Context: an optimization exercise on an open-source flow, tuned for small area, a short achievable clock period and few clock cycles per item. The choices shown serve that exercise and are no tape-out recipe. Only simulation tests tie the RTL to the original design; equivalence was not proved. No activity file was given, so power comes from the tool's default toggle rates.

## flow/design.v (module list and top-level ports; edited modules follow where they fit)
// module open_addressing_hash_table_core: 1031 lines
module open_addressing_hash_table_core (
  input  logic clk,
  input  logic rst,
  input  logic cfg_we,
  input  logic [1:0] cfg_index,
  input  logic [6:0] cfg_data,
  input  logic s_axis_tvalid,
  output logic s_axis_tready,
  input  logic [63:0] s_axis_tdata,
  input  logic s_axis_tuser,
  output logic m_axis_tvalid,
  input  logic m_axis_tready,
  output logic [47:0] m_axis_tdata
);
  // ...
==> flow/run.sh <==
#!/bin/bash
# synth_recipe.tcl (not shown) runs the flow's synth.tcl, then flattens the netlist and writes it again
# the make line also repeats each setting of config.mk as NAME=value (left out here)
make -C /OpenROAD-flow-scripts/flow DESIGN_CONFIG=/design/flow/config.mk WORK_HOME=/design/flow/orfs CLKGATE_MAP_FILE= SYNTH_SCRIPT=/design/flow/synth_recipe.tcl finish
==> flow/config.mk <==
export PLATFORM = sky130hd
export DESIGN_NAME = open_addressing_hash_table_core
export DESIGN_NICKNAME = open_addressing_hash_table_core
export VERILOG_FILES = /design/flow/design.v
export SDC_FILE = /design/flow/constraint.sdc
export NUM_CORES = 8
export LEC_CHECK = 0
export CAP_MARGIN = 20
export CORE_MARGIN = 2
export CORE_UTILIZATION = 45
export SETUP_SLACK_MARGIN = 5
export SLEW_MARGIN = 20
export TNS_END_PERCENT = 100
==> flow/constraint.sdc <==
create_clock -name core_clock -period 10.0 [get_ports {clk}]
set_input_delay 2.0000 -clock core_clock [delete_from_list [all_inputs] [get_ports {clk}]]
set_output_delay 2.0000 -clock core_clock [all_outputs]
set_load 0.01 [all_outputs]
==> results.json, run 1 <==
{
  "cts_htree_levels": 6,
  "grt_pass1_vias": 425000,
  "stop_stage": "global routing",
  "dp_cells": 41200,
  "gp_congestion": 1.48,
  "cts-root-buf": "clkbuf_16",
  "synth_most_common_cell": "edfxtp_1",
  "yosysSeqAreaShare_pct": 53.8,
  "ctsHoldBuffers": 0,
  "gr-usage-met2_pct": 104,
  "gr-usage-met3_pct": 88.6,
  "synth_top_family_by_area": "compound AO/OA/AOI/OAI gates",
  "die_w_um": 880,
  "io_pins": 129,
  "dpl_worst_slack_ps": 1890,
  "synthTopCellsByCount": "edfxtp_1, nand2_1, nor2_1, clkbuf_1, a21oi_1",
  "met1_usage_pct": 93.2,
  "synth-main-ff-cell": "edfxtp_1",
  "yosys.area_share.simple_pct": 12.4,
  "grt.busiest_layer": "met2",
  "netlist_area_um2": 345000,
  "error_line": "[ERROR GRT-0116] Global routing finished with congestion. Check the congestion regions in the DRC Viewer.",
  "synth_area_leader_cell": "edfxtp_1",
  "synth_compound_area_share_pct": 18.7,
  "outcome": "aborted with a tool error",
  "synth_xor_area_share_pct": 4.60,
  "synth_cell_types": 122,
  "initial_core_util_pct": 45.2,
  "num_rows": 321,
  "yosysTopAreaCellShare_pct": 49.3,
  "placed_area_um2": 372000,
  "synthMuxAreaShare_pct": 3.30
}
Testbench counts, summed over its fixed seeds: cycles 19,850, items 9,600.
==> inputs of run 2 (changes only) <==
--- a/flow/design.v
+++ b/flow/design.v
@@ -200,53 +200,55 @@
         for (int k = 0; k < 16; k++) cstn[k] <= {5'd0, CK[7*k+6]};
       end
     end
   end
   logic [30:0] keyS [64];
   logic [31:0] ordS [64];
   logic [63:0] occ;        
   logic [63:0] vld_old;    
-  logic [5:0] rd_addr;
+  logic [5:0] rd_addr_n;
   logic [63:0] rd_oh;
   logic [30:0] rd_key;
   logic [31:0] rd_ord;
   always_comb begin
-    rd_oh = dec64(rd_addr);
     rd_key = '0;
     rd_ord = '0;
     for (int s = 0; s < 64; s++) begin
       rd_key = rd_key | (keyS[s] & {31{rd_oh[s]}});
       rd_ord = rd_ord | (ordS[s] & {32{rd_oh[s]}});
     end
   end
   logic rdy;                
   logic sk_v;
   logic [63:0] sk_d;
-  logic r0_v, r1_v, r2_v, r3_v, r4_v;
-  logic r0_k, r1_k, r2_k, r3_k, r4_k;
-  logic r4_dup;             
-  logic [5:0] r0_s, r1_s, r2_s, r3_s, r4_s;
-  logic [63:0] r0_d, r1_d, r2_d, r3_d, r4_d;
+  logic r0_v, r1_v, r2_v, r3_v, r4_v, r5_v;
+  logic r0_k, r1_k, r2_k, r3_k, r4_k, r5_k;
+  logic [5:0] r0_s, r1_s, r2_s, r3_s, r4_s, r5_s;
+  logic [63:0] r0_d, r1_d, r2_d, r3_d, r4_d, r5_d;
+  logic [5:0] r5_q [NL];
+  logic [5:0] r5_end;
+  logic [63:0] r5_M;        
+  logic r5_dup;             
   logic [32-1:0] r1_P;
   logic [10:0] r2_A, r2_B;
   logic [8:0] r3_S;
   logic [5:0] r4_h;
-  logic [4:0] sh_v;
-  logic [63:0] sh_d [5];
+  logic [5:0] sh_v;
+  logic [63:0] sh_d [6];
   logic [2:0] sh_n;         
   logic grow, phb, lost;
   logic sc_v;               
   logic [5:0] sc_s;
   logic [5:0] gr_slot, gr_pc;
   logic [63:0] pend;
   logic [5:0] dst [64];
   logic cy_v, nx_v, cy_cont;
   logic [5:0] cy_tgt, nx_s;   
-  logic p_v, p_kind, p_mode, p_zero;
+  logic p_v, p_kind, p_mode, p_zero, p_dup;
   logic [30:0] p_key;
   logic [31:0] p_ord;
   logic [5:0] p_s, p_end;
   logic [5:0] p_q [NL];
   logic [5:0] p_u [NL];
   logic [NL-1:0] p_E, p_H;       
   logic [63:0] p_M;
   logic [7:0] p_nrem, p_hrem;    
@@ -678,26 +680,27 @@
     d[5] = {1'b0, r3_S} - {1'b0, m5};
     d[6] = {1'b0, r3_S} - {m3, 1'b0};
     d[7] = {1'b0, r3_S} - {1'b0, m7};
     l2_out = d[0][5:0];
     for (int j = 1; j < 8; j++) if (!d[j][9]) l2_out = d[j][5:0];
   end
   logic [5:0] ln_q [NL];
   logic [5:0] ln_end;
-  logic [63:0] M, ln_M;
-  logic [NL-1:0] ln_E, ln_H;
+  logic [63:0] M;
   always_comb begin
     for (int j = 0; j < NL; j++) ln_q[j] = (j == 0) ? r4_h : addmod(r4_h, cst[j-1], m);
     ln_end = addmod(r4_h, m[0] ? 6'd0 : half, m);
-    for (int s = 0; s < 64; s++) M[s] = keyS[s] == ((grow && !phb) ? r3_d[30:0] : r4_d[30:0]);
-    ln_M = r4_k ? ~vld_old : M;
+    for (int s = 0; s < 64; s++) M[s] = keyS[s] == r4_d[30:0];
+  end
+  logic [NL-1:0] ln_E, ln_H;
+  always_comb begin
     for (int j = 0; j < NL; j++) begin
-      ln_E[j] = occ[ln_q[j]];
-      ln_H[j] = ln_M[ln_q[j]];
+      ln_E[j] = occ[r5_q[j]];
+      ln_H[j] = r5_M[r5_q[j]];
     end
   end
   logic [NL-1:0] E, H, lv, hk, stop, fst;
   logic anystop, none, cm_end, resolved, hit, hok;
   logic [2:0] js;
   logic [6:0] c_res;
   logic [5:0] p_res, p_fq;
   logic [63:0] p_oh;
@@ -709,27 +712,23 @@
       hk[j] = !p_hrem[7] && p_hrem[6:0] > 7'(j);
       stop[j] = lv[j] && (!E[j] || (H[j] && !p_kind));
     end
     fst = first8(stop);
     anystop = |stop;
     js = pe8(stop);
     none = ((~occ | (p_kind ? 64'd0 : p_M)) & mask_m) == 64'd0;
     cm_end = !anystop && (p_nrem[7] || p_nrem[6:0] <= 7'(NL));
-    resolved = p_zero || anystop || cm_end || none;
+    resolved = p_zero || p_dup || anystop || cm_end || none;
     hit = |(fst & E);
     hok = |(fst & hk);
     p_fq = '0;
-    p_oh = '0;
-    for (int j = 0; j < NL; j++) begin
-      p_fq = p_fq | (p_q[j] & {6{fst[j]}});
-      p_oh = p_oh | (dec64(p_q[j]) & {64{fst[j]}});
-    end
-    if (!anystop) p_oh = dec64(p_end);
+    for (int j = 0; j < NL; j++) p_fq = p_fq | (p_q[j] & {6{fst[j]}});
     p_res = anystop ? p_fq : p_end;
+    p_oh = dec64(p_res);
     c_res = anystop ? p_base + {4'd0, js} : m;
   end
   logic [5:0] nq [NL];
   logic [5:0] nu [NL];
   logic [NL-1:0] nE, nH;
   always_comb begin
     for (int j = 0; j < NL; j++) begin
       nq[j] = addmod(p_q[j], p_u[j], m);
@@ -762,82 +761,109 @@
     end else begin
       grow_start = 1'b1;
     end
     req_fin = p_v && !p_kind && resolved && rs_free;
     re_fin = p_v && p_kind && resolved;
     p_fin = req_fin || re_fin;
     grow_start = grow_start && req_fin;
     do_ins = do_ins && req_fin;
-    place = re_fin && anystop && (hok || step == 2'd3);
-    again = re_fin && !place && step != 2'd3;
+    place = re_fin && !p_dup && anystop && (hok || step == 2'd3);
+    again = re_fin && !p_dup && !place && step != 2'd3;
     imm = place && |(fst & H);
   end
-  logic p_take, r4_take, dup, adv, acc;
-  logic scan_go, restore_go, recs;
+  logic p_take, r5_take, dup, adv, acc, restore_go;
+  logic scan_go, recs;
   logic [6:0] sc_pe, sc_pe0;
-  logic [63:0] scan_mask, lt_r3;
+  logic [63:0] scan_mask, lt_r4;
   logic pha_end, phb_done;
   logic [6:0] pe_a, pe_b, pe_p;
   logic [5:0] pb_src, pb_dst;
   logic pb_srcv;
   logic wr_en;
   logic [63:0] wr_oh;
   always_comb begin
     out_adv = !m_axis_tvalid || m_axis_tready;
     rs_free = !rs_v || out_adv;
-    for (int s = 0; s < 64; s++) lt_r3[s] = 6'(s) < r3_s;
-    dup = r3_k && |(M & vld_old & lt_r3);
-    p_take = r4_v && (r4_k ? (grow && !phb && !r4_dup) : !grow) && cur_ok && !ag_r &&
+    for (int s = 0; s < 64; s++) lt_r4[s] = 6'(s) < r4_s;
+    dup = r4_k && |(M & vld_old & lt_r4);
+    p_take = r5_v && (r5_k ? (grow && !phb) : !grow) && cur_ok && !ag_r &&
              (!p_v || (p_fin && !grow_start && !again));
-    r4_take = p_take || (r4_v && r4_dup && grow && !phb && !ag_r);
-    adv = cur_ok && !grow_start && !ag_r && (!r4_v || r4_take);
+    r5_take = p_take;
+    adv = cur_ok && !grow_start && !ag_r && (!r5_v || r5_take) && !(grow && r4_v && !r4_k);
     acc = s_axis_tvalid && rdy;
     for (int s = 0; s < 64; s++) scan_mask[s] = vld_old[s] && 6'(s) > sc_s;
     sc_pe = pe64(scan_mask);
     sc_pe0 = grow_start ? pe64(occ) : pe64(vld_old);
     scan_go = grow && !phb && sc_v && !rs_v;
     recs = (r0_v && r0_k) || (r1_v && r1_k) || (r2_v && r2_k) || (r3_v && r3_k) ||
-           (r4_v && r4_k);
+           (r4_v && r4_k) || (r5_v && r5_k);
     pha_end = grow && !phb && !sc_v && !recs && !p_v;
-    restore_go = grow && !sc_v && sh_n != 3'd5;
+    restore_go = !sc_v && sh_n != 3'd6;
     pb_src = cy_cont ? cy_tgt : nx_s;
     pb_dst = dst[pb_src];
     pb_srcv = cy_cont || nx_v;
     pe_a = pe64(pend & ~dec64(cy_tgt));
     pe_b = pe64(pend & ~dec64(nx_s));
     pe_p = pe64(pend);
-    phb_done = phb && !cy_v && !nx_v && !rs_v && sh_n == 3'd5;
-    if (rs_v) rd_addr = rs_slot;
-    else if (phb) rd_addr = pb_src;
-    else rd_addr = sc_s;
+    phb_done = phb && !cy_v && !nx_v && !rs_v;
+    begin
+      logic rs_v_n, phb_n, cy_cont_n, gsag;
+      logic [5:0] rs_slot_n, cy_tgt_n, nx_s_n, sc_s_n;
+      gsag = grow_start || again;
+      rs_v_n = rs_free ? ((req_fin && !grow_start) || phb_done) : rs_v;
+      if (rs_free && req_fin && !grow_start) rs_slot_n = p_zero ? 6'd0 : p_res;
+      else if (rs_free && phb_done) rs_slot_n = gr_slot;
+      else rs_slot_n = rs_slot;
+      phb_n = gsag ? 1'b0 : (pha_end ? 1'b1 : (phb_done ? 1'b0 : phb));
+      cy_tgt_n = (!gsag && phb && pb_srcv) ? pb_dst : cy_tgt;
+      cy_cont_n = gsag ? 1'b0 : (phb ? (pb_srcv && pend[pb_dst] && pb_dst != pb_src) : cy_cont);
+      if (gsag) nx_s_n = nx_s;
+      else if (pha_end) nx_s_n = pe_p[5:0];
+      else if (phb) nx_s_n = cy_cont ? pe_a[5:0] : pe_b[5:0];
+      else nx_s_n = nx_s;
+      sc_s_n = gsag ? sc_pe0[5:0] : ((scan_go && adv) ? sc_pe[5:0] : sc_s);
+      if (rs_v_n) rd_addr_n = rs_slot_n;
+      else if (phb_n) rd_addr_n = cy_cont_n ? cy_tgt_n : nx_s_n;
+      else rd_addr_n = sc_s_n;
+    end
     wr_en = do_ins || imm || (phb && cy_v);
     wr_oh = (phb ? dec64(cy_tgt) : p_oh) & {64{wr_en}};
   end
   assign s_axis_tready = rdy;
   always_ff @(posedge clk) begin
     if (rst) begin
       rdy <= 1'b1;
       sk_v <= 1'b0;
       r0_v <= 1'b0;
       r1_v <= 1'b0;
       r2_v <= 1'b0;
       r3_v <= 1'b0;
       r4_v <= 1'b0;
+      r5_v <= 1'b0;
     end else begin
       if (grow_start || ag_r) begin
         r0_v <= 1'b0;
         r1_v <= 1'b0;
         r2_v <= 1'b0;
         r3_v <= 1'b0;
         r4_v <= 1'b0;
+        r5_v <= 1'b0;
       end else if (adv) begin
+        r5_v <= r4_v;
+        r5_k <= r4_k;
+        r5_s <= r4_s;
+        r5_d <= r4_d;
+        for (int j = 0; j < NL; j++) r5_q[j] <= ln_q[j];
+        r5_end <= ln_end;
+        for (int s = 0; s < 64; s++)
+          r5_M[s] <= r4_k ? !vld_old[s] : ((do_ins && p_oh[s]) ? eqR4P : M[s]);
+        r5_dup <= dup;
         r4_v <= r3_v;
         r4_k <= r3_k;
-        r4_dup <= dup;
         r4_s <= r3_s;
         r4_d <= r3_d;
         r4_h <= l2_out;
         r3_v <= r2_v;
         r3_k <= r2_k;
         r3_s <= r2_s;
         r3_d <= r2_d;
         r3_S <= l1_out;
@@ -847,63 +873,67 @@
         r2_d <= r1_d;
         r2_A <= csa_A;
         r2_B <= csa_B;
         r1_v <= r0_v;
         r1_k <= r0_k;
         r1_s <= r0_s;
         r1_d <= r0_d;
         r1_P <= csa1;
-        if (grow) begin
-          r0_v <= scan_go || (restore_go && sh_v[sh_n]);
+        if (scan_go || restore_go) begin
+          r0_v <= scan_go || sh_v[sh_n];
           r0_k <= scan_go;
           r0_s <= sc_s;
           r0_d <= scan_go ? {1'b0, rd_ord, rd_key} : sh_d[sh_n];
+        end else if (grow) begin
+          r0_v <= 1'b0;
         end else if (sk_v) begin
           r0_v <= 1'b1;
           r0_k <= 1'b0;
           r0_d <= sk_d;
         end else begin
           r0_v <= acc;
           r0_k <= 1'b0;
           r0_d <= {s_axis_tuser, s_axis_tdata[62:0]};
         end
-      end else if (r4_take) begin
-        r4_v <= 1'b0;
+      end else begin
+        if (r5_take) r5_v <= 1'b0;
+        if (do_ins && !r5_take) r5_M <= r5_M & ~p_oh | (p_oh & {64{eqR5P}});
       end
-      if (adv && !grow) sk_v <= sk_v && acc;
+      if (adv && !grow && !restore_go) sk_v <= sk_v && acc;
       else if (acc) sk_v <= 1'b1;
-      if (acc && (sk_v || !adv || grow)) sk_d <= {s_axis_tuser, s_axis_tdata[62:0]};
-      rdy <= !(sk_v || acc) || (adv && !grow && !(sk_v && acc));
+      if (acc && (sk_v || !adv || grow || restore_go)) sk_d <= {s_axis_tuser, s_axis_tdata[62:0]};
+      rdy <= !(sk_v || acc) || (adv && !grow && !restore_go && !(sk_v && acc));
     end
   end
   always_ff @(posedge clk) begin
     if (rst) begin
       grow <= 1'b0;
       phb <= 1'b0;
       gs_r <= 1'b0;
       ag_r <= 1'b0;
       cy_v <= 1'b0;
       cy_cont <= 1'b0;
       nx_v <= 1'b0;
       sc_v <= 1'b0;
       lost <= 1'b0;
       pend <= '0;
       sh_v <= '0;
-      sh_n <= '0;
+      sh_n <= 3'd6;
     end else begin
       gs_r <= grow_start;
       ag_r <= again;
       if (grow_start) begin
-        sh_v <= {r0_v, r1_v, r2_v, r3_v, r4_v};
-        sh_d[0] <= r4_d;
-        sh_d[1] <= r3_d;
-        sh_d[2] <= r2_d;
-        sh_d[3] <= r1_d;
-        sh_d[4] <= r0_d;
+        sh_v <= {r0_v, r1_v, r2_v, r3_v, r4_v, r5_v};
+        sh_d[0] <= r5_d;
+        sh_d[1] <= r4_d;
+        sh_d[2] <= r3_d;
+        sh_d[3] <= r2_d;
+        sh_d[4] <= r1_d;
+        sh_d[5] <= r0_d;
       end
       if (grow_start || again) begin
         grow <= 1'b1;
         phb <= 1'b0;
         cy_v <= 1'b0;
         cy_cont <= 1'b0;
         nx_v <= 1'b0;
         lost <= 1'b0;
@@ -919,17 +949,17 @@
         if (scan_go && adv) begin
           sc_v <= sc_pe[6];
           sc_s <= sc_pe[5:0];
         end
         if (place) begin
           dst[p_s] <= p_res;
           pend[p_s] <= p_res != p_s && !imm;
         end
-        if (re_fin && !place && step == 2'd3) lost <= 1'b1;
+        if (re_fin && !p_dup && !place && step == 2'd3) lost <= 1'b1;
         if (pha_end) begin
           phb <= 1'b1;
           nx_v <= pe_p[6];
           nx_s <= pe_p[5:0];
         end
         if (restore_go && adv) sh_n <= sh_n + 3'd1;
         if (phb) begin
           if (pb_srcv) begin
@@ -951,42 +981,44 @@
         end
         if (phb_done) begin
           grow <= 1'b0;
           phb <= 1'b0;
         end
       end
     end
   end
-  logic eqRP;
-  assign eqRP = r4_d[30:0] == p_key;
+  logic eqR4P, eqR5P;
+  assign eqR4P = r4_d[30:0] == p_key;
+  assign eqR5P = r5_d[30:0] == p_key;
   always_ff @(posedge clk) begin
     if (rst) begin
       p_v <= 1'b0;
     end else begin
       if (p_take) begin
         p_v <= 1'b1;
-        p_kind <= r4_k;
-        p_key <= r4_d[30:0];
-        p_ord <= r4_d[62:31];
-        p_mode <= r4_d[63];
-        p_zero <= !r4_k && r4_d[30:0] == 31'd0;
-        p_s <= r4_s;
+        p_kind <= r5_k;
+        p_key <= r5_d[30:0];
+        p_ord <= r5_d[62:31];
+        p_mode <= r5_d[63];
+        p_zero <= !r5_k && r5_d[30:0] == 31'd0;
+        p_dup <= r5_dup;
+        p_s <= r5_s;
         for (int j = 0; j < NL; j++) begin
-          p_q[j] <= ln_q[j];
+          p_q[j] <= r5_q[j];
           p_u[j] <= cst[7+j];
-          p_E[j] <= ln_E[j] || ((do_ins || place) && ln_q[j] == p_res);
-          p_H[j] <= (!r4_k && do_ins && ln_q[j] == p_res) ? eqRP : ln_H[j];
+          p_E[j] <= ln_E[j] || ((do_ins || place) && r5_q[j] == p_res);
+          p_H[j] <= (!r5_k && do_ins && r5_q[j] == p_res) ? eqR5P : ln_H[j];
         end
-        p_end <= ln_end;
+        p_end <= r5_end;
         p_nrem <= {1'b0, m};
         p_hrem <= {2'b0, half};
         p_base <= '0;
         for (int s = 0; s < 64; s++)
-          p_M[s] <= r4_k ? !vld_old[s] : ((do_ins && p_oh[s]) ? eqRP : M[s]);
+          p_M[s] <= (!r5_k && do_ins && p_oh[s]) ? eqR5P : r5_M[s];
       end else if (p_fin || again) begin
         p_v <= 1'b0;
       end else if (p_v && !resolved) begin
         for (int j = 0; j < NL; j++) begin
           p_q[j] <= nq[j];
           p_u[j] <= nu[j];
           p_E[j] <= nE[j];
           p_H[j] <= nH[j];
@@ -1016,16 +1048,17 @@
       occ <= '0;
       vld_old <= occ;
     end else if (again) begin
       occ <= '0;
     end else if (do_ins || place) begin
       occ <= occ | p_oh;
     end
   end
+  always_ff @(posedge clk) rd_oh <= dec64(rd_addr_n);
   always_ff @(posedge clk) begin
     if (rst) begin
       rs_v <= 1'b0;
       m_axis_tvalid <= 1'b0;
     end else begin
       if (out_adv) begin
         m_axis_tvalid <= rs_v;
         m_axis_tdata <= {1'b0, rs_pc, rs_found ? rd_ord : 32'd0, rs_slot, rs_status};
==> flow/config.mk (replaced) <==
export PLATFORM = sky130hd
export DESIGN_NAME = open_addressing_hash_table_core
export DESIGN_NICKNAME = open_addressing_hash_table_core
export VERILOG_FILES = /design/flow/design.v
export SDC_FILE = /design/flow/constraint.sdc
export NUM_CORES = 8
export LEC_CHECK = 0
export CAP_MARGIN = 30
export CORE_MARGIN = 2
export CORE_UTILIZATION = 35
export SETUP_SLACK_MARGIN = 5
export SLEW_MARGIN = 30
export TNS_END_PERCENT = 100
==> run 2 against run 1 <==
Now fails the layout checks on capacitance limit, slew limit. Area after synthesis down 5.0%. Synthesized cell count fell by 18%.
==> results.json, run 2 <==
{
  "hpwl_um": 1300000,
  "synth-main-ff-cell": "edfxtp_1",
  "grt_pass1_wl_um": 2560000,
  "area_growth_pct": 20.0,
  "cts_sinks": 6765,
  "final_cells": 39900,
  "grt_antenna_before_repair": 339,
  "fill_cells": 85000,
  "critical_path_required_ps": 11120,
  "routed_via_density": 7.03,
  "cts_htree_levels": 6,
  "final_common_cell": "edfxtp_1",
  "netlist_area_um2": 328000,
  "core_area_um2": 934000,
  "clock_latency_ps": 1320,
  "p_total_uw": 73100,
  "yosysTopAreaCellShare_pct": 54.2,
  "drc": 0,
  "synth_area_leader_cell": "edfxtp_1",
  "maxSlewViolCount": 8,
  "grt_pass1_vias": 245000,
  "multi_input_area_um2": 130000,
  "synthTopCellsByCount": "edfxtp_1, nand2_1, clkbuf_1, xnor2_1, nor2_1",
  "worstMarginPinSlew_ps": 1830,
  "violations": "capacitance limit, slew limit",
  "die_y_um": 972,
  "synthesis.nets": 26300,
  "dr.pass1.iters": 13,
  "hold_violations": 0,
  "synthArstFlopShare_pct": 0,
  "yosysSeqAreaShare_pct": 59.4,
  "num_rows": 355,
  "synth_most_common_cell": "edfxtp_1",
  "cts_tree": "done",
  "antenna_left": 0,
  "path_clk_slew_ps": 60,
  "synth_area_leaders": "edfxtp_1, dfxtp_1, mux2i_1",
  "die_w_um": 972,
  "p_per_area_nw_per_um2": 186,
  "grt_util_all_layers_pct": 41.3,
  "drive_gt1_share_pct": 17.0,
  "mostFrequentLayoutCells": "edfxtp_1, nand2_1, xnor2_1",
  "numCtsBuffers": 776,
  "fp.dieArea_um2": 945000,
  "largest-register": "ordS",
  "setup_viol": 0,
  "ys_warn_count": 18,
  "cp_max_fo": 27,
  "finalClockSkew_ps": 167,
  "post-route-period-util_pct": 57.3,
  "synth-edff-count": 5918,
  "routed_wl_um": 2040000,
  "largest_register_ffs": 2048,
  "io_pins": 129,
  "syn_area_per_cell_um2": 12.9,
  "clock_path_buffers": 5,
  "ctsHoldBuffers": 0,
  "outcome": "finished with violations",
  "rsz0062_at_grt": "yes",
  "critPathCaptureType": "flip-flop",
  "area.sequential_um2": 195000,
  "yosys_register_bits": 6765,
  "initial_core_util_pct": 35.1,
  "gp_congestion": 1.19,
  "setup_tns_ps": 0,
  "synth_cell_types": 117,
  "layout.nets": 27300,
  "fmax_ghz": 0.174,
  "total_leakage_power_uw": 0.134,
  "reg_top3": "ordS x2048, keyS x1984",
  "cts-root-buf": "clkbuf_16",
  "slew_headroom_pct": -22.3,
  "peakVddDrop_v": 0.000259,
  "cp_data_arrival_time_ps": 6860,
  "dp_cells": 37300,
  "hold_class": "flip-flop to flip-flop",
  "netlist_instances": 25500,
  "port-buffer-count": 126,
  "grt_max_degree": 184,
  "maxCapViolCount": 1,
  "start_kind": "flip-flop",
  "wl_per_cell_um": 51.2,
  "path_class": "flip-flop to flip-flop",
  "post-route-min-period_ps": 5730,
  "gr-total-overflow": 0,
  "drt_iter0_markers": 58600,
  "vias": 280000
}
[run 2: worst paths after layout]
path	start	to	slack (ps)	depth (start not counted)
setup / recovery	nx_s[0]$_DFFE_PP_	rd_oh[53]$_DFF_P_	4270	24
hold / removal	r3_s[4]$_DFFE_PP_	r4_s[4]$_DFFE_PP_	350	0
hold reg to reg	r3_s[4]$_DFFE_PP_	r4_s[4]$_DFFE_PP_	350	0
setup reg to reg	nx_s[0]$_DFFE_PP_	rd_oh[53]$_DFF_P_	4270	24
[run 2: where the power goes]
part	leakage [uW]	switching, uW	internal [uW]
clock network	0.0118	12600	15900
registers	0.0605	832	31200
logic	0.0622	8140	4430
total	0.134	21500	51600
[run 2: logic make-up (layout without fill, tap and decap cells)]
kind of cell	Yosys count	in the layout	share of synthesized area (%)
compound gates	5919	5922	12.9
simple gates	5270	5278	7.70
buf+inv	2399	3974	2.80
flops	6765	6765	59.4
mux	1826	1826	6.95
xor+xnor	2466	2466	6.59
other cells	1	327	0.00114
fa+ha+maj	811	811	3.68
[run 2: final cells by class]
class	count	area share [%]
Sequential cell	6765	49.5
Multi-Input combinational cell	16300	33.1
Timing Repair Buffer	2089	6.54
Clock buffer	984	5.24
Tap cell	12500	3.97
Clock inverter	391	0.890
Inverter	510	0.509
Antenna cell	326	0.207
[run 2: what timing repair did]
item / CTS / global route
cloned: 130 / 45
buffers inserted: 451 / 140
pin swaps: 180 / 106
resized for setup: 1008 / 382
setup endpoints to repair: 6890 / 6043
[run 2: per-layer routing]
| layer | vias up | track usage (%) | share of wire, % | wire [um] |
|---|---|---|---|---|
| li1 | 101000 | - | - | - |
| met4 | 194 | 29.9 | 9.9 | 202000 |
| met2 | 29000 | 55.1 | 38 | 782000 |
| met1 | 143000 | 48.9 | 34 | 701000 |
| met5 | - | 8.74 | 0.47 | 9670 |
| met3 | 7828 | 23.0 | 17 | 348000 |
[run 2: worst max-delay path, stage by stage, from the launching register on]
cell and delay [ps]:
edfxtp_1 380, buf_6 160, buf_12 130, buf_16 120, mux2i_4 300, buf_12 170
buf_16 200, and2_1 170, o2111ai_1 190, o311a_1 230, a22oi_2 350, o311ai_4 280
xnor2_1 220, a2111oi_2 370, a31oi_1 230, a21boi_4 230, a32oi_4 280, buf_12 150
mux2_4 340, a221oi_4 330, buf_6 150, nand3_4 100, buf_12 210, buf_16 150
nor2_2 80
[run 2: through the flow]
stage	hold WS [ps]	worst slack (ps)	utilization, %	area [um2]
final	347	4270	42.1	394000
after global placement	401	1500	37.4	350000
after detailed placement	405	1370	37.5	351000
after floorplan	400	-631	-	328000
after CTS	326	4620	41.5	388000
after global routing	350	4290	42.1	393000
Testbench counts of run 2, summed over its fixed seeds: cycles 20,293, items 9,600.
==> inputs of run 3 (changes only) <==
--- a/flow/config.mk
+++ b/flow/config.mk
@@ -8,6 +8,4 @@
 export CAP_MARGIN = 30
 export CORE_MARGIN = 2
 export CORE_UTILIZATION = 35
-export SETUP_SLACK_MARGIN = 5
 export SLEW_MARGIN = 30
-export TNS_END_PERCENT = 100
==> run 3 against run 2 <==
The layout fails its checks (slew limit). Clock power hardly changed. Worst hold slack gained 53 ps. Area after synthesis is the same. Fmax decreased by 26%. Design area is 3.7% lower. Core utilization is 1.6 points lower. Routed wire length shrank 2.7%. Setup slack worse by 2000 ps. Power is 0.42% lower. Sequential power hardly changed. Clock skew decreased by 30 ps.
==> results.json, run 3 <==
{
  "synth_compound_area_share_pct": 12.9,
  "grt_pass1_wl_um": 2520000,
  "final_common_cell": "edfxtp_1",
  "setup_viol": 0,
  "fill_cells": 86800,
  "post-route-period-util_pct": 77.7,
  "synth_area_leaders": "edfxtp_1, dfxtp_1, mux2i_1",
  "cts_tree": "done",
  "critPathCaptureType": "flip-flop",
  "grt_max_degree": 181,
  "yosysTopAreaCellShare_pct": 54.2,
  "path_clk_slew_ps": 60,
  "rr_worst_depth": 19,
  "fin_util_pct": 40.6,
  "synth_most_common_cell": "edfxtp_1",
  "r2r-start": "p_nrem[3]$_DFFE_PP_",
  "drc": 0,
  "dr.pass1.iters": 7,
  "synth_top_family_by_area": "compound AO/OA/AOI/OAI gates",
  "finalClockSkew_ps": 136,
  "hold_violations": 0,
  "synth_area_leader_cell": "edfxtp_1",
  "port-buffer-count": 126,
  "synthAdderAreaFrac_pct": 3.68,
  "antenna_left": 0,
  "fmax_ghz": 0.129,
  "hp-start": "r5_s[3]$_DFFE_PP_",
  "start_kind": "flip-flop",
  "grt_util_all_layers_pct": 40.6,
  "mostFrequentLayoutCells": "edfxtp_1, nand2_1, xnor2_1",
  "worstMarginPinSlew_ps": 1500,
  "area_growth_pct": 15.6,
  "post-route-min-period_ps": 7770,
  "vias": 271000,
  "io_pins": 129,
  "netlist_area_um2": 328000,
  "reg_top3": "ordS x2048, keyS x1984",
  "initial_core_util_pct": 35.1,
  "yosysSeqAreaShare_pct": 59.4,
  "drive_gt1_share_pct": 13.4,
  "slew_headroom_pct": -0.161,
  "syn_area_per_cell_um2": 12.9,
  "yosys.area_share.simple_pct": 7.70,
  "hpwl_um": 1340000,
  "critical_path_required_ps": 11050,
  "reg2reg_slack_ps": 2230,
  "synthTopCellsByCount": "edfxtp_1, nand2_1, clkbuf_1, xnor2_1, nor2_1",
  "numCtsBuffers": 762,
  "largest_register_ffs": 2048,
  "cp_data_arrival_time_ps": 8820,
  "synthesis.nets": 26300,
  "clock_path_buffers": 5,
  "outcome": "finished with violations",
  "synth_xor_area_share_pct": 6.59,
  "yosys_register_bits": 6765,
  "fp.dieArea_um2": 945000,
  "hold_class": "flip-flop to flip-flop",
  "maxCapViolCount": 0,
  "crit_chain": "inv_1 > ha_1 > nor3b_2 > nand2_1 > o221ai_1 > o211a_1 > nand3_1 > a311oi_2 > o31ai_2 > buf_4 > nand2_1 > nand2_1 > buf_4 > or4_1 > o21bai_1 > nand2b_1 > o211a_1 > nand4_1 > nor2_1",
  "endpoint": "rd_oh[36]$_DFF_P_",
  "synth_cell_types": 117,
  "peakVddDrop_v": 0.000250,
  "largest-register": "ordS",
  "regToRegEndpoint": "rd_oh[36]$_DFF_P_",
  "crit_path_top_delay_cell": "a311oi_2",
  "clock_latency_ps": 1240,
  "grt_antenna_before_repair": 316,
  "maxSlewViolCount": 1,
  "netlist_instances": 25500,
  "die_y_um": 972,
  "cp_max_fo": 14,
  "drt_iter0_markers": 56200,
  "core_area_um2": 934000,
  "total_leakage_power_uw": 0.128,
  "synthArstFlopShare_pct": 0,
  "slowest_delay_ps": 790,
  "grt_pass1_vias": 239000,
  "p_total_uw": 72800,
  "path_class": "flip-flop to flip-flop",
  "rsz0062_at_grt": "no",
  "routed_via_density": 6.91,
  "postCtsSetupBuffers": 0,
  "routed_wl_um": 1990000,
  "die_w_um": 972,
  "ys_warn_count": 18,
  "layout.nets": 26700,
  "cp_common_cell": "nand2_1",
  "synth-edff-count": 5918,
  "num_rows": 355,
  "p_per_area_nw_per_um2": 192,
  "cts_sinks": 6765,
  "gp_congestion": 1.19,
  "ctsHoldBuffers": 0,
  "violations": "slew limit",
  "synthMuxAreaShare_pct": 6.95,
  "gr-total-overflow": 0,
  "cts_htree_levels": 6,
  "postCtsResizedCells": 0,
  "cts-root-buf": "clkbuf_16",
  "synth-main-ff-cell": "edfxtp_1",
  "cp-startpoint": "p_nrem[3]$_DFFE_PP_",
  "wl_per_cell_um": 50.7
}
[run 3: how the worst min path moves through the flow]
stage,to,depth (start not counted)
2_1_floorplan,m_axis_tdata[0]$_DFFE_PP_,0
3_5_place_dp,p_s[2]$_DFFE_PP_,0
4_1_cts,r2_d[30]$_DFFE_PP_,0
6_report,p_s[3]$_DFFE_PP_,0
3_3_place_gp,r2_s[0]$_DFFE_PP_,0
5_1_grt,r2_s[4]$_DFFE_PP_,0
[run 3: power by group]
group          switching [uW]  total (uW)  internal, uW
combinational            7870       12000          4140
clock                   12700       28700         16000
sequential                818       32000         31200
[run 3: per-stage QoR]
step           instance area [um2]  TNS [ps]  hold WS (ps)  cells  setup WS [ps]
5_1_grt                     378000         0           419  39000           2110
3_5_place_dp                352000         0           405  37400           1820
4_1_cts                     377000         0           411  38800           2540
2_1_floorplan               328000   -346560           400  25500           -637
3_3_place_gp                351000         0           401  37400           1830
6_report                    379000         0           400  39200           2230
[run 3: worst max-delay path: cells and delay by family, from the launching register on]
| family | cells | cell delay, ps |
|---|---|---|
| buffers and inverters | 3 | 830 |
| adders and majority gates | 1 | 190 |
| AOI/OAI and AO/OA | 6 | 2340 |
| DFF | 1 | 560 |
| and+or+nand+nor | 9 | 3700 |
[run 3: metal layers]
layer	part of all wire, %	track usage, %	vias to the layer above
met2	39	54.9	26300
met5	0.31	6.21	-
met4	9.1	27.9	138
li1	-	-	99300
met1	36	49.2	139000
met3	16	21.0	6638
[run 3: final cells by class]
type                            count  area (um2)  share of cell area [%]
Sequential cell                  6765      195000                    51.4
Antenna cell                      334         836                   0.221
Clock inverter                    420        4130                    1.09
Multi-Input combinational cell  16300      127000                    33.6
Inverter                          510        1930                   0.509
Clock buffer                      960       20300                    5.37
Tap cell                        12500       15600                    4.13
Timing Repair Buffer             1447       13800                    3.63
[run 3: kinds of logic (layout without fill, tap and decap cells)]
logic type                 Yosys count  after routing
AOI/OAI and AO/OA                 5919           5919
and+or+nand+nor                   5270           5270
adders and majority gates          811            811
xor gates and xnor gates          2466           2466
muxes                             1826           1826
DFF                               6765           6765
buffers and inverters             2399           3337
other                                1            335
==> inputs of run 4 (changes only) <==
--- a/flow/config.mk
+++ b/flow/config.mk
@@ -5,7 +5,9 @@
 export SDC_FILE = /design/flow/constraint.sdc
 export NUM_CORES = 8
 export LEC_CHECK = 0
-export CAP_MARGIN = 30
+export CAP_MARGIN = 50
 export CORE_MARGIN = 2
 export CORE_UTILIZATION = 35
-export SLEW_MARGIN = 30
+export SETUP_SLACK_MARGIN = 4
+export SLEW_MARGIN = 50
+export TNS_END_PERCENT = 100
==> run 4 against run 3 <==
Sequential power is essentially flat. The run now finishes clean. Design area grew 1.9%. Die area is the same. Largest power group unchanged. Highest routed layer unchanged.
==> results.json, run 4 <==
{
  "outcome": "complete, no violations",
  "area_growth_pct": 17.7,
  "p_per_area_nw_per_um2": 189,
  "ys_warn_count": 18,
  "reg_top3": "ordS x2048, keyS x1984",
  "slowest_delay_ps": 530,
  "top_layer": "met5",
  "num_rows": 355,
  "grt_pass1_vias": 240000,
  "dp_cells": 37600,
  "drive_gt1_share_pct": 15.6,
  "fill_cells": 86000,
  "layout.nets": 27000,
  "slew_headroom_pct": 32.5,
  "cp_top_family": "buffers and inverters",
  "reg2reg_slack_ps": 3840,
  "synth-edff-count": 5918,
  "drc": 0,
  "route.met2.wl_um": 757000,
  "grt_antenna_before_repair": 276,
  "grt_util_all_layers_pct": 39.7,
  "grt_pass1_wl_um": 2470000,
  "numCtsBuffers": 773,
  "grt_max_degree": 143,
  "cp_common_cell": "buf_4",
  "yosysTopAreaCellShare_pct": 54.2,
  "wl_per_cell_um": 49.5,
  "cp_data_arrival_time_ps": 6960,
  "vias": 272000,
  "critical_path_required_ps": 10800,
  "worstMarginPinSlew_ps": 1010,
  "die_y_um": 972,
  "drt_iter0_markers": 55400,
  "wl_met3_um": 316000,
  "hold_class": "flip-flop to flip-flop",
  "placed_area_um2": 356000,
  "synth_cell_types": 117,
  "p_total_uw": 73000,
  "postLayoutCellArea_um2": 386000,
  "peakVddDrop_v": 0.000230,
  "synth-main-ff-cell": "edfxtp_1",
  "mostFrequentLayoutCells": "edfxtp_1, nand2_1, xnor2_1",
  "routed_via_density": 6.90,
  "path_class": "flip-flop to flip-flop",
  "antenna_left": 0,
  "largest_register_ffs": 2048,
  "fp.dieArea_um2": 945000,
  "setup_viol": 0,
  "synth_most_common_cell": "edfxtp_1",
  "port-buffer-count": 126,
  "rr_worst_depth": 20,
  "min_path_cells": 0,
  "hold_violations": 0,
  "maxCapViolCount": 0,
  "cp_max_fo": 23,
  "netlist_area_um2": 328000,
  "synthTopCellsByCount": "edfxtp_1, nand2_1, clkbuf_1, xnor2_1, nor2_1",
  "crit_path_top_delay_cell": "edfxtp_1",
  "synthArstFlopShare_pct": 0,
  "yosysSeqAreaShare_pct": 59.4,
  "cts-root-buf": "clkbuf_16",
  "synth_area_leaders": "edfxtp_1, dfxtp_1, mux2i_1",
  "critPathCaptureType": "flip-flop",
  "routed_wl_um": 1950000,
  "cts_htree_levels": 6,
  "core_area_um2": 934000,
  "yosys_register_bits": 6765,
  "cp.buffers_inverters": 9,
  "hold_end": "r4_s[1]$_DFFE_PP_",
  "cts_tree": "done",
  "ctsHoldBuffers": 0,
  "fmax_ghz": 0.162,
  "drt-met1-wl_um": 689000,
  "fin_util_pct": 41.3,
  "dr.pass1.iters": 8,
  "regToRegEndpoint": "keyS[18][28]$_DFFE_PP_",
  "post-route-period-util_pct": 61.6,
  "path_clk_slew_ps": 70,
  "syn_area_per_cell_um2": 12.9,
  "total_leakage_power_uw": 0.131,
  "clock_path_buffers": 5,
  "clock_latency_ps": 1190,
  "final_common_cell": "edfxtp_1",
  "rsz0062_at_grt": "yes",
  "gr-total-overflow": 0,
  "die_w_um": 972,
  "initial_core_util_pct": 35.1,
  "start_kind": "flip-flop",
  "netlist_instances": 25500,
  "hpwl_um": 1320000,
  "maxSlewViolCount": 0,
  "io_pins": 129,
  "crit_chain": "buf_4 > inv_1 > buf_4 > a211o_1 > nor4_1 > o2111ai_1 > o2bb2ai_1 > nand3_1 > o31ai_4 > buf_4 > nor2b_4 > nand3_4 > nand2_1 > nor2_4 > buf_8 > buf_8 > nor2_4 > buf_12 > buf_16 > buf_16",
  "post-route-min-period_ps": 6160,
  "finalClockSkew_ps": 134,
  "synthesis.nets": 26300,
  "largest-register": "ordS",
  "gp_congestion": 1.19,
  "synth_area_leader_cell": "edfxtp_1",
  "final_cells": 39400,
  "r2r-start": "p_kind$_DFFE_PP_",
  "hp-start": "r3_s[1]$_DFFE_PP_",
  "cts_sinks": 6765
}
-- run 4: kinds of logic after synthesis --
kind of cell / after synthesis / synth area share (%)
flip-flops: 6765 / 59.4
AO/OA/AOI/OAI: 5919 / 12.9
AND/OR/NAND/NOR: 5270 / 7.70
XOR/XNOR: 2466 / 6.59
buffers and inverters: 2399 / 2.80
multiplexers: 1826 / 6.95
adder cells (fa/ha/maj): 811 / 3.68
other: 1 / 0.00114
-- run 4: stage by stage --
| step | setup TNS (ps) | hold WS, ps | setup WS, ps |
|---|---|---|---|
| 2_1_floorplan | -298030 | 400 | -631 |
| 6_report | 0 | 333 | 3840 |
| 4_1_cts | 0 | 340 | 3890 |
| 5_1_grt | 0 | 361 | 3960 |
| 3_3_place_gp | 0 | 401 | 1500 |
| 3_5_place_dp | 0 | 405 | 1500 |
-- run 4: power breakdown --
part / leakage (uW) / internal [uW] / total [uW] / switching [uW]
combinational: 0.0586 / 4310 / 12400 / 8110
clock: 0.0119 / 16300 / 28700 / 12400
sequential: 0.0605 / 31200 / 31900 / 705
total: 0.131 / 51800 / 73000 / 21200
-- run 4: metal layers --
layer	up-vias	GRT usage (%)
met5	-	5.21
li1	99800	-
met3	6728	20.6
met4	130	27.8
met2	26600	53.5
met1	139000	48.1
-- run 4: worst register-to-register path, stage by stage, from the launching register on --
cell and delay [ps]:
edfxtp_1 530, buf_4 230, inv_1 50, buf_4 230
a211o_1 350, nor4_1 460, o2111ai_1 250, o2bb2ai_1 190
nand3_1 130, o31ai_4 260, buf_4 340, nor2b_4 460
nand3_4 170, nand2_1 150, nor2_4 110, buf_8 210
buf_8 230, nor2_4 390, buf_12 320, buf_16 310
buf_16 290
-- run 4: final cells by class --
| type | count | area (um2) | area share [%] |
|---|---|---|---|
| clock inverters | 387 | 3770 | 0.976 |
| flip-flops and latches | 6765 | 195000 | 50.5 |
| clock buffers | 975 | 20600 | 5.34 |
| repair buffers | 1719 | 18200 | 4.71 |
| multi-input cells | 16300 | 130000 | 33.8 |
| inverters | 510 | 1940 | 0.502 |
| diodes | 272 | 681 | 0.176 |
| well taps | 12500 | 15600 | 4.05 |
-- run 4: worst max-delay path by stage --
stage	start	to	slack, ps	depth (start not counted)
finish	p_kind$_DFFE_PP_	keyS[18][28]$_DFFE_PP_	3840	20
detailed placement	cfg_we	cstn[14][2]$_SDFFE_PP0P_	1500	18
global placement	cfg_we	eng_r[2]$_SDFFCE_PN0P_	1500	14
CTS	p_nrem[3]$_DFFE_PP_	keyS[40][15]$_DFFE_PP_	3890	21
global route	m5[1]$_SDFF_PP1_	p_E[7]$_DFFE_PP_	3960	20
floorplan	m_axis_tready	r1_P[0]$_DFFE_PP_	-630	10
-- run 4: repair_timing --
| item | in CTS | in global routing |
|---|---|---|
| pin swaps | 27 | 25 |
| buffers inserted | 52 | 47 |
| endpoints found under the setup margin | 5295 | 2064 |
| resized for setup | 133 | 97 |
| gates cloned | 8 | 11 |
==> inputs of run 5 (changes only) <==
--- a/flow/config.mk
+++ b/flow/config.mk
@@ -8,6 +8,6 @@
 export CAP_MARGIN = 50
 export CORE_MARGIN = 2
 export CORE_UTILIZATION = 35
-export SETUP_SLACK_MARGIN = 4
+export SETUP_SLACK_MARGIN = 5
 export SLEW_MARGIN = 50
 export TNS_END_PERCENT = 100
==> run 5 against run 4 <==
First-iteration DRC count increased by 5.9%. Synthesized cell count did not move. Design area is 3.7% higher.
==> results.json, run 5 <==
{
  "rsz0062_at_grt": "yes",
  "synth_area_leaders": "edfxtp_1, dfxtp_1, mux2i_1",
  "p_per_area_nw_per_um2": 184,
  "postLayoutCellArea_um2": 400000,
  "rr_worst_depth": 13,
  "vias": 282000,
  "path_class": "flip-flop to flip-flop",
  "synth_most_common_cell": "edfxtp_1",
  "r2r-start": "r4_d[23]$_DFFE_PP_",
  "ys_warn_count": 18,
  "layout.nets": 27600,
  "cts-root-buf": "clkbuf_16",
  "grt_util_all_layers_pct": 41.0,
  "clock_path_buffers": 5,
  "die_y_um": 972,
  "synth-main-ff-cell": "edfxtp_1",
  "fin_util_pct": 42.9,
  "antenna_left": 0,
  "clock_latency_ps": 1230,
  "hold_class": "flip-flop to flip-flop",
  "largest-register": "ordS",
  "finalClockSkew_ps": 121,
  "critical_path_required_ps": 10970,
  "grt_antenna_before_repair": 295,
  "grt_pass1_vias": 245000,
  "drt_iter0_markers": 58700,
  "fill_cells": 84600,
  "cp_max_fo": 32,
  "hold_end": "r4_s[1]$_DFFE_PP_",
  "post-route-min-period_ps": 5530,
  "io_pins": 129,
  "initial_core_util_pct": 35.1,
  "crit_path_top_delay_cell": "nand4_1",
  "final_common_cell": "edfxtp_1",
  "final_cells": 40100,
  "yosysSeqAreaShare_pct": 59.4,
  "path_clk_slew_ps": 70,
  "synth_area_leader_cell": "edfxtp_1",
  "core_area_um2": 934000,
  "synthTopCellsByCount": "edfxtp_1, nand2_1, clkbuf_1, xnor2_1, nor2_1",
  "min_path_cells": 0,
  "port-buffer-count": 126,
  "hpwl_um": 1320000,
  "hold_violations": 0,
  "maxSlewViolCount": 0,
  "peakVddDrop_v": 0.000236,
  "reg_top3": "ordS x2048, keyS x1984",
  "die_w_um": 972,
  "syn_area_per_cell_um2": 12.9,
  "drc": 0,
  "post-route-period-util_pct": 55.3,
  "worstMarginPinSlew_ps": 969,
  "regToRegEndpoint": "r5_dup$_DFFE_PP_",
  "placed_area_um2": 356000,
  "hold_ws_ps": 336,
  "routed_via_density": 7.04,
  "netlist_area_um2": 328000,
  "hp-start": "r3_s[1]$_DFFE_PP_",
  "grt_max_degree": 143,
  "reg2reg_slack_ps": 4470,
  "dr.pass1.iters": 10,
  "fp.dieArea_um2": 945000,
  "area_growth_pct": 22.0,
  "synthesis.nets": 26300,
  "synth_cell_types": 117,
  "total_leakage_power_uw": 0.137,
  "grt_pass1_wl_um": 2540000,
  "cts_sinks": 6765,
  "critPathCaptureType": "flip-flop",
  "drive_gt1_share_pct": 18.8,
  "fmax_ghz": 0.181,
  "cts_htree_levels": 6,
  "yosys_register_bits": 6765,
  "mostFrequentLayoutCells": "edfxtp_1, nand2_1, xnor2_1",
  "routed_wl_um": 2050000,
  "synthArstFlopShare_pct": 0,
  "netlist_instances": 25500,
  "cts_tree": "done",
  "crit_chain": "buf_12 > xnor2_2 > nand4_1 > nor4_2 > nand4_1 > buf_8 > o22ai_1 > a211oi_2 > o211ai_1 > o21ai_0 > o2111ai_1 > a21oi_1 > nor2b_2",
  "setup_viol": 0,
  "yosysTopAreaCellShare_pct": 54.2,
  "num_rows": 355,
  "ctsHoldBuffers": 0,
  "largest_register_ffs": 2048,
  "gp_congestion": 1.19,
  "wl_per_cell_um": 51.2,
  "numCtsBuffers": 773,
  "synth-edff-count": 5918,
  "slew_headroom_pct": 35.4,
  "dp_cells": 37600,
  "cp_common_cell": "nand4_1",
  "start_kind": "flip-flop",
  "slowest_delay_ps": 790,
  "gr-total-overflow": 0,
  "p_total_uw": 73700,
  "maxCapViolCount": 0,
  "outcome": "complete, no violations",
  "cp_data_arrival_time_ps": 6500
}
[run 5: stage by stage]
| step | TNS (ps) | setup slack, ps |
|---|---|---|
| floorplan | -298030 | -631 |
| global placement | 0 | 1500 |
| detailed placement | 0 | 1500 |
| CTS | 0 | 4770 |
| global route | 0 | 4480 |
| finish | 0 | 4470 |
[run 5: kinds of logic after synthesis]
kind of cell    count (synthesis)  synth area share [%]
xor+xnor                     2466                  6.59
buf+inv                      2399                  2.80
simple gates                 5270                  7.70
fa+ha+maj                     811                  3.68
other cells                     1               0.00114
compound gates               5919                  12.9
mux                          1826                  6.95
flops                        6765                  59.4
[run 5: per-layer routing]
metal  GRT usage [%]  wire length, um
met4            30.3           210000
met5            6.09             7210
met1            48.7           702000
met3            22.7           352000
met2            54.6           780000
[run 5: area by class of cell]
class                   instances  area, um2  share of cell area (%)
diodes                        296        741                   0.185
clock buffers                 975      20600                    5.15
repair buffers               2373      30100                    7.52
flip-flops and latches       6765     195000                    48.7
inverters                     510       1990                   0.498
well taps                   12500      15600                    3.91
clock inverters               387       3770                   0.942
multi-input cells           16300     132000                    33.1
[run 5: power breakdown]
group	total, uW	internal (uW)	switching [uW]
Combinational	13000	4590	8380
Clock	28800	16300	12500
Sequential	31900	31200	718
Total	73700	52100	21600
[run 5: what timing repair did]
item                                    in CTS  in global routing
buffers inserted                           360                210
gates resized for setup                    898                451
gates cloned                               119                 89
endpoints found under the setup margin    6730               5521
pin swaps                                  158                142
[run 5: critical path: cells and delay by family (launching register included)]
family                 cells  cell delay, ps
buffers and inverters      2             670
AO/OA/AOI/OAI              6             900
XOR/XNOR                   1             570
flip-flops                 1             630
AND/OR/NAND/NOR            4            2320
[run 5: worst max path at each step]
stage,startpoint,to,depth (start not counted)
finish,r4_d[23]$_DFFE_PP_,r5_dup$_DFFE_PP_,13
global route,cy_cont$_SDFFE_PP0P_,rd_oh[1]$_DFF_P_,24
CTS,cy_tgt[0]$_DFFE_PP_,rd_oh[0]$_DFF_P_,24
detailed placement,cfg_we,cstn[14][2]$_SDFFE_PP0P_,18
global placement,cfg_we,eng_r[2]$_SDFFCE_PN0P_,14
floorplan,m_axis_tready,r1_P[0]$_DFFE_PP_,10
==> inputs of run 6 (changes only) <==
--- a/flow/config.mk
+++ b/flow/config.mk
@@ -8,6 +8,6 @@
 export CAP_MARGIN = 50
 export CORE_MARGIN = 2
 export CORE_UTILIZATION = 35
-export SETUP_SLACK_MARGIN = 5
+export SETUP_SLACK_MARGIN = 4.5
 export SLEW_MARGIN = 50
 export TNS_END_PERCENT = 100
==> run 6 against run 5 <==
Still clean. Clock skew rose by 3.0 ps. Sequential cell count did not move. Die area did not move. Routed wire length fell by 3.6%. Synthesized cell count did not move. Worst hold slack improved by 5.5 ps. Register-to-register slack got worse by 320 ps. Power fell by 0.66%. Core utilization fell by 1.0 points. Critical path type unchanged. Critical endpoint unchanged. Highest routed layer unchanged.
==> results.json, run 6 <==
{
  "outcome": "complete, no violations",
  "grt_util_all_layers_pct": 40.1,
  "worstMarginPinSlew_ps": 1080,
  "grt_max_degree": 143,
  "synthArstFlopShare_pct": 0,
  "synth-main-ff-cell": "edfxtp_1",
  "slew_headroom_pct": 28.1,
  "routed_wl_um": 1980000,
  "synth_most_common_cell": "edfxtp_1",
  "path_clk_slew_ps": 80,
  "antenna_left": 0,
  "cts_htree_levels": 6,
  "die_w_um": 972,
  "synth_area_leader_cell": "edfxtp_1",
  "critical_path_required_ps": 10970,
  "critPathCaptureType": "flip-flop",
  "cts_sinks": 6765,
  "hpwl_um": 1320000,
  "ys_warn_count": 18,
  "core_area_um2": 934000,
  "hold_class": "flip-flop to flip-flop",
  "cts_tree": "done",
  "netlist_area_um2": 328000,
  "largest_register_ffs": 2048,
  "rsz0062_at_grt": "yes",
  "largest-register": "ordS",
  "yosysTopAreaCellShare_pct": 54.2,
  "port-buffer-count": 126,
  "setup_viol": 0,
  "gp_congestion": 1.19,
  "final_common_cell": "edfxtp_1",
  "fp.dieArea_um2": 945000,
  "clock_path_buffers": 5,
  "synth_area_leaders": "edfxtp_1, dfxtp_1, mux2i_1",
  "netlist_instances": 25500,
  "synth-edff-count": 5918,
  "peakVddDrop_v": 0.000222,
  "yosysSeqAreaShare_pct": 59.4,
  "ctsHoldBuffers": 0,
  "post-route-min-period_ps": 5850,
  "fmax_ghz": 0.171,
  "grt_pass1_wl_um": 2490000,
  "maxSlewViolCount": 0,
  "initial_core_util_pct": 35.1,
  "num_rows": 355,
  "reg2reg_slack_ps": 4150,
  "grt_pass1_vias": 242000,
  "yosys_register_bits": 6765,
  "fill_cells": 85500,
  "p_per_area_nw_per_um2": 187,
  "path_class": "flip-flop to flip-flop",
  "finalClockSkew_ps": 124,
  "routed_via_density": 6.95,
  "drt_iter0_markers": 56400,
  "total_leakage_power_uw": 0.133,
  "io_pins": 129,
  "numCtsBuffers": 773,
  "postLayoutCellArea_um2": 391000,
  "dr.pass1.iters": 8,
  "mostFrequentLayoutCells": "edfxtp_1, nand2_1, xnor2_1",
  "die_y_um": 972,
  "synthTopCellsByCount": "edfxtp_1, nand2_1, clkbuf_1, xnor2_1, nor2_1",
  "area_growth_pct": 19.1,
  "reg_top3": "ordS x2048, keyS x1984",
  "layout.nets": 27200,
  "gr-total-overflow": 0,
  "post-route-period-util_pct": 58.5,
  "setup_tns_ps": 0,
  "vias": 275000,
  "start_kind": "flip-flop",
  "drive_gt1_share_pct": 16.8,
  "syn_area_per_cell_um2": 12.9,
  "grt_antenna_before_repair": 294,
  "synthesis.nets": 26300,
  "synth_cell_types": 117,
  "clock_latency_ps": 1240,
  "placed_area_um2": 356000,
  "maxCapViolCount": 0,
  "drc": 0,
  "hold_violations": 0,
  "cp_data_arrival_time_ps": 6810,
  "cp_max_fo": 46,
  "cts-root-buf": "clkbuf_16",
  "wl_per_cell_um": 49.9
}
==> run 6: cell counts after synthesis <==
Identical to the previous run, type by type.
==> run 6: layer usage <==
metal  part of all wire [%]  up-vias  wire length [um]  track usage [%]
met3                     17     7100            327000             21.1
met4                    9.6      124            189000             28.6
met1                     35   140000            692000             48.2
met5                   0.27        -              5420             6.22
li1                       -   100000                 -                -
met2                     39    27500            763000             53.9
==> run 6: timing repair <==
| item | 4_1_cts | 5_1_grt |
|---|---|---|
| pin swaps | 74 | 78 |
| endpoints found under the setup margin | 5922 | 3023 |
| buffers inserted | 165 | 101 |
| gates resized for setup | 393 | 291 |
| cloned | 44 | 28 |
==> run 6: where the power goes <==
group	switching, uW	total (uW)	internal [uW]
Clock	12500	28700	16300
Sequential	714	31900	31200
Combinational	8140	12500	4370
Total	21300	73200	51900
==> run 6: final cells by class <==
cell class | count | area, um2 | share of cell area [%]
Multi-Input combinational cell | 16300 | 131000 | 33.6
Antenna cell | 246 | 616 | 0.158
Tap cell | 12500 | 15600 | 4.00
Clock inverter | 387 | 3770 | 0.965
Inverter | 510 | 1960 | 0.502
Sequential cell | 6765 | 195000 | 49.9
Timing Repair Buffer | 1923 | 21900 | 5.60
Clock buffer | 975 | 20600 | 5.28
==> run 6: final timing paths <==
path                       from  depth (start not counted)           endpoint
max          r4_d[18]$_DFFE_PP_                         14   r5_dup$_DFFE_PP_
min           r3_s[1]$_DFFE_PP_                          0  r4_s[1]$_DFFE_PP_
max reg2reg  r4_d[18]$_DFFE_PP_                         14   r5_dup$_DFFE_PP_
min reg2reg   r3_s[1]$_DFFE_PP_                          0  r4_s[1]$_DFFE_PP_
==> run 6: worst max-delay path, stage by stage (launching register included) <==
cell       delay, ps
edfxtp_1         330
buf_4            550
buf_12           510
xnor2_1          250
nand4_1          730
nor4_1           840
nand4_1          640
buf_8            380
o22ai_1          180
a211oi_1         130
o211ai_1         170
o21ai_0          130
o2111ai_1        110
a21oi_1          180
nor2b_2          300
==> run 6: metrics by stage <==
| step | total power (uW) | hold WS, ps | std cells | util (%) | setup WS (ps) |
|---|---|---|---|---|---|
| floorplan | 39200 | 400 | 25500 | - | -631 |
| global placement | 43700 | 401 | 37300 | 37.4 | 1500 |
| detailed placement | 44200 | 405 | 37600 | 38.1 | 1500 |
| CTS | 72300 | 340 | 39100 | 41.3 | 4470 |
| global route | 74500 | 363 | 39500 | 41.8 | 4300 |
| finish | 73200 | 342 | 39600 | 41.8 | 4150 |
==> run 6: logic make-up (layout without fill, tap and decap cells) <==
| family | Yosys count | count (layout) | share of synthesized area, % |
|---|---|---|---|
| XOR/XNOR | 2466 | 2466 | 6.59 |
| AND/OR/NAND/NOR | 5270 | 5276 | 7.70 |
| AO/OA/AOI/OAI | 5919 | 5920 | 12.9 |
| other | 1 | 247 | 0.00114 |
| buffers and inverters | 2399 | 3795 | 2.80 |
| adder cells (fa/ha/maj) | 811 | 811 | 3.68 |
| flip-flops | 6765 | 6765 | 59.4 |
| multiplexers | 1826 | 1826 | 6.95 |

-- separate check: timing with driven ports --
How much do the figures lean on ideal ports? The routed layouts below were timed once more, with nothing changed but the port constraints.
Step 1 assumes that a clkbuf_16 drives the clock port and a buf_2 every other input.
Step 2 also shifts input and output timing later by t, the mid clock arrival at the registers, as if the neighbouring blocks saw the same clock.
Slacks: ideal ports / drivers / drivers and shift; pairs: ideal ports / drivers.
run	t (ns)	setup slack, ns	worst setup path at the end	slew at the worst register clock pin (ns)	pins driven straight from the clock port
run 2	1.386	4.265 / 4.265 / 3.846	input to register	0.08 / 0.08	1
run 3	1.331	2.228 / 2.228 / 1.774	input to register	0.07 / 0.07	1
run 4	1.287	3.844 / 3.844 / 3.033	input to register	0.08 / 0.08	1
run 5	1.334	4.474 / 4.474 / 3.958	input to register	0.08 / 0.08	1
run 6	1.331	4.155 / 4.155 / 3.560	input to register	0.08 / 0.08	1
For run 4, which loses most, drivers alone change the setup slack by 0.000 ns; drivers and shift together by -0.811 ns.
